Background: an optimization exercise with open tools, aiming at small area, a short achievable clock period and few clock cycles. Do not read the settings as production practice.
Function was checked by simulation only, so behaviour that the tests miss may differ from the original.

==> flow/design.v <==
package cpu_pkg;
	typedef logic [8-1:0]             byte_t;
	typedef logic [$clog2(8)-1:0]    reg_addr_t;
	typedef logic [9-1:0]               pc_t;
	typedef logic [$clog2(256)-1:0]  mem_addr_t;
	typedef enum logic [3:0] {
		op_pass_imm,
		op_xori,
		op_addi,
		op_add,
		op_xor,
		op_and,
		op_or,
		op_sll,
		op_xorall,
		op_addr,
		op_bne,
		op_beq
	} alu_op_e;
	typedef enum logic [1:0] {
		st_idle,
		st_run,
		st_done
	} run_state_e;
endpackage
module parity_cpu_top (
	input  logic                   clk,
	input  logic                   arst_n,
	input  logic                   psel,
	input  logic                   penable,
	input  logic                   pwrite,
	input  logic [9-1:0] paddr,
	input  cpu_pkg::byte_t         pwdata,
	output cpu_pkg::byte_t         prdata,
	output logic                   pready,
	output logic                   pslverr
);
	localparam int NR = 17;
	localparam int NS = 15;
	function automatic logic [3:0] add15(input logic [3:0] a, input logic [3:0] k);
		logic [4:0] t;
		t = {1'b0, a} + {1'b0, k};
		if (t >= 5'd15) t = t - 5'd15;
		add15 = t[3:0];
	endfunction
	function automatic logic [4:0] sum15(input logic [7:0] x);
		sum15 = {1'b0, x[7:4]} + {1'b0, x[3:0]};
	endfunction
	function automatic logic at15(input logic [4:0] e, input logic [3:0] h);
		at15 = (e == {1'b0, h}) || (e == {1'b0, h} + 5'd15);
	endfunction
	function automatic logic [3:0] step15(input logic [3:0] a, input logic up);
		if (up) step15 = (a >= 4'd14) ? 4'd0 : a + 4'd1;
		else step15 = (a == 4'd0 || a == 4'd15) ? 4'd14 : a - 4'd1;
	endfunction
	function automatic logic [3:0] pos15(input logic [3:0] m, input logic [3:0] hh);
		logic [5:0] t;
		t = 6'd30 + {1'b0, m, 1'b0} - {1'b0, hh, 1'b0} - 6'd1;
		if (t >= 6'd30) t = t - 6'd30;
		if (t >= 6'd15) t = t - 6'd15;
		pos15 = t[3:0];
	endfunction
	function automatic logic [4:0] ridx(input logic [7:0] x);
		ridx = (x[7:4] == 4'hf) ? 5'd16 : {1'b0, x[3:0]};
	endfunction
	logic [NR-1:0][NS-1:0][7:0] ring;
	logic [NR-1:0][7:0] slot0_d;
	logic [3:0] h, h1, h3;
	logic [3:0] h_next;
	logic [7:0] pad_q, tap_q, seed_q, top_q;
	logic       busy;
	logic       done;
	logic [7:0] wa;       
	logic [3:0] pw;       
	logic       in_pad;   
	logic [7:0] s;        
	logic [7:0] wd_q;     
	logic [5:0] ri;       
	logic [3:0] pr;       
	logic [5:0] wi;       
	logic [3:0] qn;       
	logic [7:0] fifo [8];
	logic       ready_q;
	logic [7:0] prdata_q;
	logic       hw_v;
	logic [4:0] hw_r;
	logic [7:0] hw_d;
	logic       complete;
	logic       is_status;
	logic       is_fixed;
	logic       start;
	logic       in0_at9;
	logic       wa_top;
	logic       run_pad;
	logic       run_msg;
	logic       run_wr;
	logic       run_top;
	logic       fill;
	logic [7:0] q_in;
	logic       wen;
	logic [4:0] wr_r;
	logic [7:0] wd;
	logic [7:0] s_new;
	logic       in_pad_new;
	logic [5:0] wi_new;
	logic [7:0] byte_new;
	logic [4:0] pe;
	logic       at1, at3;
	logic       pend;
	logic       ready_d;
	logic [7:0] rd_ring;
	logic [7:0] rd_next;
	assign h_next = (h >= 4'd15) ? 4'd0 : add15(h, 4'd8);
	always_ff @(posedge clk) begin
		h  <= h_next;
		h1 <= add15(h_next, 4'd8);
		h3 <= add15(h_next, 4'd9);
	end
	always_comb begin
		for (int r = 0; r < NR; r++) begin
			slot0_d[r] = (wen && wr_r == 5'(r)) ? wd : ring[r][1];
		end
	end
	always_ff @(posedge clk) begin
		for (int r = 0; r < NR; r++) begin
			ring[r][0] <= slot0_d[r];
			for (int p = 1; p < NS - 1; p++) ring[r][p] <= ring[r][p+1];
			ring[r][NS-1] <= ring[r][0];
		end
	end
	assign wa_top  = (wa == 8'hff);
	assign run_pad = busy && in_pad && ((pw == 4'd1) || wa_top);
	assign run_msg = busy && !in_pad && ((pw == 4'd1) || wa_top) && (qn != 4'd0);
	assign run_wr  = run_pad || run_msg;
	assign run_top = run_wr && wa_top;
	assign fill    = busy && (pr == 4'd9) && (ri != 6'(59)) && (qn != 4'd8 || run_msg);
	assign q_in    = ring[ri[3:0]][9];
	assign in0_at9 = (h == 4'd3);
	assign s_new      = run_wr ? {s[6:0], ^(s & tap_q)} : s;
	assign in_pad_new = in_pad && !(run_wr && wa == pad_q + 8'(64 - 1));
	assign wi_new     = run_msg ? wi + 6'd1 : wi;
	assign byte_new   = (fill && ri[2:0] == wi_new[2:0]) ? q_in : fifo[wi_new[2:0]];
	always_comb begin
		if (busy) begin
			wen  = run_wr && !wa_top;
			wr_r = ridx(wa);
			wd   = wd_q;
		end else begin
			wen  = hw_v;
			wr_r = hw_r;
			wd   = hw_d;
		end
	end
	assign complete  = psel && penable && ready_q;
	assign is_status = paddr[9-1];
	assign is_fixed  = !is_status && (((paddr[7:0] >= 8'(61)) && (paddr[7:0] <= 8'(63))) || (paddr[7:0] == 8'hff));
	assign start     = complete && pwrite && (paddr == 9'h100) && pwdata[0] && !busy;
	assign pe   = sum15(paddr[7:0]);
	assign at1  = at15(pe, h1);
	assign at3  = at15(pe, h3);
	assign pend = busy && ((paddr[7:0] > wa) || (paddr[7:0] == wa && !run_wr));
	always_comb begin
		if (is_status) ready_d = 1'b1;
		else if (is_fixed) ready_d = pwrite ? !busy : !pend;
		else if (pwrite) ready_d = at3 && !busy;
		else ready_d = at1 && !pend;
	end
	assign rd_ring = (paddr[7:4] == 4'hf) ? slot0_d[16] : slot0_d[paddr[3:0]];
	always_comb begin
		if (is_status) rd_next = {6'b0, done, busy};
		else if (paddr[7:0] == 8'(61)) rd_next = pad_q;
		else if (paddr[7:0] == 8'(62)) rd_next = tap_q;
		else if (paddr[7:0] == 8'(63)) rd_next = seed_q;
		else if (paddr[7:0] == 8'hff) rd_next = top_q;
		else rd_next = rd_ring;
	end
	always_ff @(posedge clk or negedge arst_n) begin
		if (!arst_n) begin
			ready_q <= 1'b0;
			busy    <= 1'b0;
			done    <= 1'b0;
		end else begin
			ready_q <= psel && ready_d;
			if (start) begin
				busy <= 1'b1;
				done <= 1'b0;
			end else if (run_msg && wi == 6'(59 - 1)) begin
				busy <= 1'b0;
				done <= 1'b1;
			end
		end
	end
	always_ff @(posedge clk) begin
		prdata_q <= rd_next;
		hw_v <= complete && pwrite && !is_status && !is_fixed;
		hw_r <= ridx(paddr[7:0]);
		hw_d <= pwdata;
		if (complete && pwrite && paddr[7:0] == 8'(61) && !is_status) pad_q <= pwdata;
		if (complete && pwrite && paddr[7:0] == 8'(62) && !is_status) tap_q <= pwdata;
		if (complete && pwrite && paddr[7:0] == 8'(63) && !is_status) seed_q <= pwdata;
		if (run_top) top_q <= wd;
		else if (complete && pwrite && paddr[7:0] == 8'hff && !is_status) top_q <= pwdata;
		if (start) begin
			wa     <= 8'(64);
			pw     <= pos15(4'(64 % 15), h);
			in_pad <= 1'b1;
			s      <= seed_q;
			wd_q   <= seed_q ^ 8'h20;
			wi     <= '0;
			if (in0_at9) begin
				fifo[0] <= ring[0][9];
				ri <= 6'd1;
				pr <= pos15(4'd1, h);
				qn <= 4'd1;
			end else begin
				ri <= '0;
				pr <= pos15(4'd0, h);
				qn <= 4'd0;
			end
		end else begin
			if (run_wr) wa <= wa + 8'd1;
			pw     <= step15(pw, run_wr);
			in_pad <= in_pad_new;
			s      <= s_new;
			wd_q   <= (in_pad_new ? 8'h20 : byte_new) ^ s_new;
			wi     <= wi_new;
			if (fill) begin
				fifo[ri[2:0]] <= q_in;
				ri <= ri + 6'd1;
			end
			pr <= step15(pr, fill);
			qn <= qn + 4'(fill) - 4'(run_msg);
		end
	end
	assign prdata  = prdata_q;
	assign pready  = ready_q;
	assign pslverr = 1'b0;
endmodule
Settings: LEC_CHECK=0, CAP_MARGIN=20, CORE_MARGIN=2, CORE_UTILIZATION=40, CTS_BUF_LIST=sky130_fd_sc_hd__clkbuf_16, CTS_CLUSTER_DIAMETER=80, CTS_CLUSTER_SIZE=25, SLEW_MARGIN=20; clock period 10.0 ns.
run.sh (not shown) runs the stock make flow with config.mk's settings and CLKGATE_MAP_FILE= SYNTH_SCRIPT=/design/flow/synth_recipe.tcl, a recipe that flattens the netlist after the stock synthesis.
The first run finished with timing, DRC and antenna clean.
Testbench counts at the start, summed over its fixed seeds: cycles 10,229.
Change:
--- a/flow/design.v
+++ b/flow/design.v
@@ -81,10 +81,11 @@
 	logic [3:0] qn;       
 	logic [7:0] fifo [8];
 	logic       ready_q;
 	logic [7:0] prdata_q;
 	logic       hw_v;
+	logic [3:0] hw_f;     
 	logic [4:0] hw_r;
 	logic [7:0] hw_d;
 	logic       complete;
 	logic       is_status;
 	logic       is_fixed;
@@ -166,14 +167,14 @@
 		else ready_d = at1 && !pend;
 	end
 	assign rd_ring = (paddr[7:4] == 4'hf) ? slot0_d[16] : slot0_d[paddr[3:0]];
 	always_comb begin
 		if (is_status) rd_next = {6'b0, done, busy};
-		else if (paddr[7:0] == 8'(61)) rd_next = pad_q;
-		else if (paddr[7:0] == 8'(62)) rd_next = tap_q;
-		else if (paddr[7:0] == 8'(63)) rd_next = seed_q;
-		else if (paddr[7:0] == 8'hff) rd_next = top_q;
+		else if (paddr[7:0] == 8'(61)) rd_next = hw_f[0] ? hw_d : pad_q;
+		else if (paddr[7:0] == 8'(62)) rd_next = hw_f[1] ? hw_d : tap_q;
+		else if (paddr[7:0] == 8'(63)) rd_next = hw_f[2] ? hw_d : seed_q;
+		else if (paddr[7:0] == 8'hff) rd_next = hw_f[3] ? hw_d : top_q;
 		else rd_next = rd_ring;
 	end
 	always_ff @(posedge clk or negedge arst_n) begin
 		if (!arst_n) begin
 			ready_q <= 1'b0;
@@ -193,16 +194,20 @@
 	always_ff @(posedge clk) begin
 		prdata_q <= rd_next;
 		hw_v <= complete && pwrite && !is_status && !is_fixed;
 		hw_r <= ridx(paddr[7:0]);
 		hw_d <= pwdata;
-		if (complete && pwrite && paddr[7:0] == 8'(61) && !is_status) pad_q <= pwdata;
-		if (complete && pwrite && paddr[7:0] == 8'(62) && !is_status) tap_q <= pwdata;
-		if (complete && pwrite && paddr[7:0] == 8'(63) && !is_status) seed_q <= pwdata;
+		hw_f[0] <= complete && pwrite && !is_status && paddr[7:0] == 8'(61);
+		hw_f[1] <= complete && pwrite && !is_status && paddr[7:0] == 8'(62);
+		hw_f[2] <= complete && pwrite && !is_status && paddr[7:0] == 8'(63);
+		hw_f[3] <= complete && pwrite && !is_status && paddr[7:0] == 8'hff;
+		if (hw_f[0]) pad_q <= hw_d;
+		if (hw_f[1]) tap_q <= hw_d;
+		if (hw_f[2]) seed_q <= hw_d;
 		if (run_top) top_q <= wd;
-		else if (complete && pwrite && paddr[7:0] == 8'hff && !is_status) top_q <= pwdata;
-		if (start) begin
+		else if (hw_f[3]) top_q <= hw_d;
+		if (!busy) begin
 			wa     <= 8'(64);
 			pw     <= pos15(4'(64 % 15), h);
 			in_pad <= 1'b1;
 			s      <= seed_q;
 			wd_q   <= seed_q ^ 8'h20;
Worst setup slack gains 480 ps.
Routed wire length is higher by 2.3%.
Via count rises by 0.96%.
Clock-buffer cell count grows by 2.
Final area hardly moves.
Hold slack gets worse by 8.7 ps.
Testbench counts after the change, summed over its fixed seeds: cycles 10,229.

[static timing again, ports no longer ideal]
In the flow no input, the clock included, has a driving cell. The finished layouts below were timed again as built, in two steps. Step 1, drivers: a clkbuf_16 drives clk and a buf_2 each remaining input, both assumed. Step 2 also shifts input and output timing later by t, the mid clock arrival at the registers, as if the neighbouring blocks saw the same clock. a / b / c = ideal ports / drivers / drivers and shift; a / b = the first two.
run | t, ns | slack for setup (ns) | worst setup path at the end | worst register clock-pin slew, ns
the first run | 0.789 | 5.022 / 5.077 / 4.288 | input to register | 0.11 / 0.11
the second run | 0.796 | 5.505 / 5.505 / 4.949 | input to register | 0.10 / 0.10
After both steps every run listed still meets setup and hold. The setup slack of the first run, which loses most, moves by +0.055 ns with the drivers and by -0.734 ns with both steps.
